From an optimization exercise on the open Yosys and OpenROAD flow, aimed at small area and a short achievable clock period; shortcuts taken in it are not production practice. Power is estimated from default activity; no workload was simulated.

==> job 5985 <==
## mini_core
module mini_core
#(
    parameter int WIDTH  = 16,
    parameter int MEM_AW = 4
) (
    input  wire                  clk,
    input  wire                  arst_n,
    input  wire                  word_valid,
    input  wire  [31:0]          word,
    output logic                 busy,
    output logic                 wr_en,
    output logic [REG_AW-1:0]    wr_addr,
    output logic [WIDTH-1:0]     wr_data,
    output logic [NUM_FLAGS-1:0] flags
);
    localparam logic [3:0] K_ADD  = 4'd0;
    localparam logic [3:0] K_SUB  = 4'd1;
    localparam logic [3:0] K_AND  = 4'd2;
    localparam logic [3:0] K_OR   = 4'd3;
    localparam logic [3:0] K_XOR  = 4'd4;
    localparam logic [3:0] K_SHL  = 4'd5;
    localparam logic [3:0] K_SHR  = 4'd6;
    localparam logic [3:0] K_MOV  = 4'd7;
    localparam logic [3:0] K_MOVF = 4'd8;
    localparam logic [3:0] K_LD   = 4'd9;
    localparam logic [3:0] K_MOVH = 4'd11;
    localparam logic [3:0] K_MOVL = 4'd12;
    logic        accept;
    logic [15:5] lo_half;
    assign accept = word_valid && !busy;
    always_ff @(posedge clk or negedge arst_n) begin
        if (!arst_n)
            busy <= 1'b0;
        else
            busy <= accept && !word[31];
    end
    always_ff @(posedge clk)
        lo_half <= word[15:5];
    localparam int DW = 13;
    function automatic logic [DW-1:0] dec_half(input logic v, input logic [15:5] h);
        logic aok, bok, we, st, sf;
        aok = (h[11:9] < 3'd6);
        bok = (h[8:6] < 3'd6);
        we  = v && ((h[15:12] <= 4'd7 && aok && bok) ||
  ...
clock: 7.5 ns
lec_check: 0
abc_area: 1
cap_margin: 20
core_margin: 2
core_utilization: 45
place_density: 0.6
setup_slack_margin: 5.0
slew_margin: 20
tns_end_percent: 10
run.sh (not shown) runs the stock make flow with config.mk's settings and CLKGATE_MAP_FILE= SYNTH_SCRIPT=/design/flow/synth_recipe.tcl, a recipe that flattens the netlist after the stock synthesis.
==> job 5541 (differences from job 5985) <==
==> flow/design.v (replaced) <==
`default_nettype none
package cpu_pkg;
    localparam int REG_AW    = 3;
    localparam int NUM_REGS  = 6;   
    localparam int NUM_FLAGS = 4;
endpackage
`default_nettype wire
`timescale 1ns/1ns
`default_nettype none
import cpu_pkg::*;
module mini_core
#(
    parameter int WIDTH  = 16,
    parameter int MEM_AW = 4
) (
    input  wire                  clk,
    input  wire                  arst_n,
    input  wire                  word_valid,
    input  wire  [31:0]          word,
    output logic                 busy,
    output logic                 wr_en,
    output logic [REG_AW-1:0]    wr_addr,
    output logic [WIDTH-1:0]     wr_data,
    output logic [NUM_FLAGS-1:0] flags
);
    localparam logic [3:0] K_ADD  = 4'd0;
    localparam logic [3:0] K_SUB  = 4'd1;
    localparam logic [3:0] K_AND  = 4'd2;
    localparam logic [3:0] K_OR   = 4'd3;
    localparam logic [3:0] K_XOR  = 4'd4;
    localparam logic [3:0] K_SHL  = 4'd5;
    localparam logic [3:0] K_SHR  = 4'd6;
    localparam logic [3:0] K_MOV  = 4'd7;
    localparam logic [3:0] K_MOVF = 4'd8;
    localparam logic [3:0] K_LD   = 4'd9;
    localparam logic [3:0] K_MOVH = 4'd11;
    localparam logic [3:0] K_MOVL = 4'd12;
    logic        accept;
    logic [15:5] lo_half;
    assign accept = word_valid && !busy;
    always_ff @(posedge clk or negedge arst_n) begin
        if (!arst_n)
            busy <= 1'b0;
        else
            busy <= accept && !word[31];
    end
    always_ff @(posedge clk)
        lo_half <= word[15:5];
    localparam int DW = 13;
    function automatic logic [DW-1:0] dec_half(input logic v, input logic [15:5] h);
        logic aok, bok, we, st, sf;
        aok = (h[11:9] < 3'd6);
        bok = (h[8:6] < 3'd6);
        we  = v && ((h[15:12] <= 4'd7 && aok && bok) ||
                    (h[15:12] == 4'd8 && aok) ||
                    (h[15:12] == 4'd9 && aok && bok));
        st  = v && h[15:12] == 4'd10 && aok && bok;
        sf  = v && h[15:12] <= 4'd6 && aok && bok && h[5];
        dec_half = {we, st, sf, h[15:12], h[11:9], h[8:6]};
    endfunction
    function automatic logic [DW-1:0] dec_long(input logic v, input logic [4:0] code);
        logic [2:0] ra;
        if (code >= 5'd12) begin
            ra = 3'(code - 5'd12);
            dec_long = {v && code < 5'd18, 2'b00, K_MOVL, ra, 3'd0};
        end else begin
            ra = 3'(code - 5'd6);
            dec_long = {v && code >= 5'd6, 2'b00, K_MOVH, ra, 3'd0};
        end
    endfunction
    logic [DW-1:0] dec_nxt;
    logic          slot_we, slot_st, slot_sf;
    logic [3:0]    slot_k;
    logic [2:0]    slot_ra, slot_rb;
    logic [7:0]    slot_imm;
    always_comb begin
        if (busy)
            dec_nxt = dec_half(1'b1, lo_half);
        else if (word[31])
            dec_nxt = dec_long(accept, word[13:9]);
        else
            dec_nxt = dec_half(accept, word[31:21]);
    end
    always_ff @(posedge clk or negedge arst_n) begin
        if (!arst_n) begin
            slot_we <= 1'b0;
            slot_st <= 1'b0;
            slot_sf <= 1'b0;
        end else begin
            {slot_we, slot_st, slot_sf} <= dec_nxt[DW-1:DW-3];
        end
    end
    always_ff @(posedge clk) begin
        {slot_k, slot_ra, slot_rb} <= dec_nxt[9:0];
        slot_imm <= word[23:16];
    end
    logic [WIDTH-1:0] regs [NUM_REGS];
    logic [WIDTH-1:0] mem  [2**MEM_AW];
    logic [WIDTH-1:0] a, b, mem_rd;
    assign a      = slot_ra[2] ? regs[{2'b10, slot_ra[0]}] : regs[slot_ra];
    assign b      = slot_rb[2] ? regs[{2'b10, slot_rb[0]}] : regs[slot_rb];
    assign mem_rd = mem[b[MEM_AW-1:0]];
    logic [WIDTH-1:0] bx, res;
    logic [WIDTH:0]   sum;
    logic             is_sub, is_arith, carry, ovf;
    assign is_sub   = (slot_k == K_SUB);
    assign is_arith = (slot_k == K_ADD) || (slot_k == K_SUB);
    assign bx       = b ^ {WIDTH{is_sub}};
    assign sum      = {1'b0, a} + {1'b0, bx} + {{WIDTH{1'b0}}, is_sub};
    assign carry    = is_arith && (sum[WIDTH] ^ is_sub);   
    assign ovf      = is_arith && (a[WIDTH-1] == bx[WIDTH-1]) && (sum[WIDTH-1] != a[WIDTH-1]);
    always_comb begin
        case (slot_k)
            K_ADD, K_SUB: res = sum[WIDTH-1:0];
            K_AND:        res = a & b;
            K_OR:         res = a | b;
            K_XOR:        res = a ^ b;
            K_SHL:        res = a << b[3:0];
            K_SHR:        res = a >> b[3:0];
            K_MOV:        res = b;
            K_MOVF:       res = WIDTH'(flags);
            K_LD:         res = mem_rd;
            K_MOVH:       res = {slot_imm, a[7:0]};
            K_MOVL:       res = {a[15:8], slot_imm};
            default:      res = b;
        endcase
    end
    always_ff @(posedge clk or negedge arst_n) begin
        if (!arst_n) begin
            for (int i = 0; i < NUM_REGS; i++)
                regs[i] <= '0;
        end else if (slot_we) begin
            regs[slot_ra] <= res;
        end
    end
    always_ff @(posedge clk) begin
        if (slot_st)
            mem[b[MEM_AW-1:0]] <= a;
    end
    logic pend_sf, pend_c, pend_v;
    always_ff @(posedge clk or negedge arst_n) begin
        if (!arst_n) begin
            wr_en   <= 1'b0;
            pend_sf <= 1'b0;
            flags   <= '0;
        end else begin
            wr_en   <= slot_we;
            pend_sf <= slot_sf;
            if (pend_sf)
                flags <= {wr_data == '0, pend_v, wr_data[WIDTH-1], pend_c};
        end
    end
    always_ff @(posedge clk) begin
        wr_addr <= slot_ra;
        wr_data <= res;
        pend_c  <= carry;
        pend_v  <= ovf;
    end
endmodule
`default_nettype wire
==> flow/config.mk (replaced) <==
export PLATFORM = sky130hd
export DESIGN_NAME = mini_core
export DESIGN_NICKNAME = mini_core
export VERILOG_FILES = /design/flow/design.v
export SDC_FILE = /design/flow/constraint.sdc
export NUM_CORES = 4
export LEC_CHECK = 0
export CAP_MARGIN = 20
export CORE_MARGIN = 2
export CORE_UTILIZATION = 45
export PLACE_DENSITY = 0.6
export SLEW_MARGIN = 20
==> summary.txt <==
FP Rows=81; P_seq=3.21 mW; pre-CTS setup slack=2.013 ns; outcome=finished clean; achievable clock frequency=365.8 MHz; WL final=82570 microns; clock buffers=between 70 and 80
# the run above: job 5985

==> summary.txt <==
WL final=approximately 66000 microns; outcome=finished clean; global-route wire length before repair=about 97000 microns; Hold EP=pend_sf; FP Rows=79; pre-CTS setup slack=1.968 ns; CP Depth=15; P_seq=3.14 mW; clock buffers=between 60 and 70; achievable clock frequency=between 150 and 200 MHz
# the run above: job 5541

No functional check of the RTL was part of any run of this note.

afterwards: timing with drivers on the ports:
No port has a modelled driver above. Below, the same layouts with a new extraction and two added sets of constraints. Step 1 sets driving cells, clkbuf_16 on the clock port and buf_2 on the other inputs (assumed; they add their load-dependent delay and slew). Step 2 times the ports against the registers' clock, not the clock port: input delays grow and output delays shrink by t, the midpoint of the rising clock arrivals with the driver on. Slacks: no drivers / after step 1 / after step 2; pairs: no drivers / after step 1.
| run | t (ns) | setup slack, ns | hold slack, ns |
|---|---|---|---|
| job 5985 | 0.649 | 4.766 / 4.781 / 4.133 | 0.363 / 0.363 / 0.363 |
| job 5541 | 0.621 | 1.956 / 1.956 / 1.956 | 0.368 / 0.368 / 0.368 |
After both steps setup and hold are still met in every run listed. The setup slack of job 5985, which loses most, moves by +0.015 ns with the drivers and by -0.633 ns with both steps.
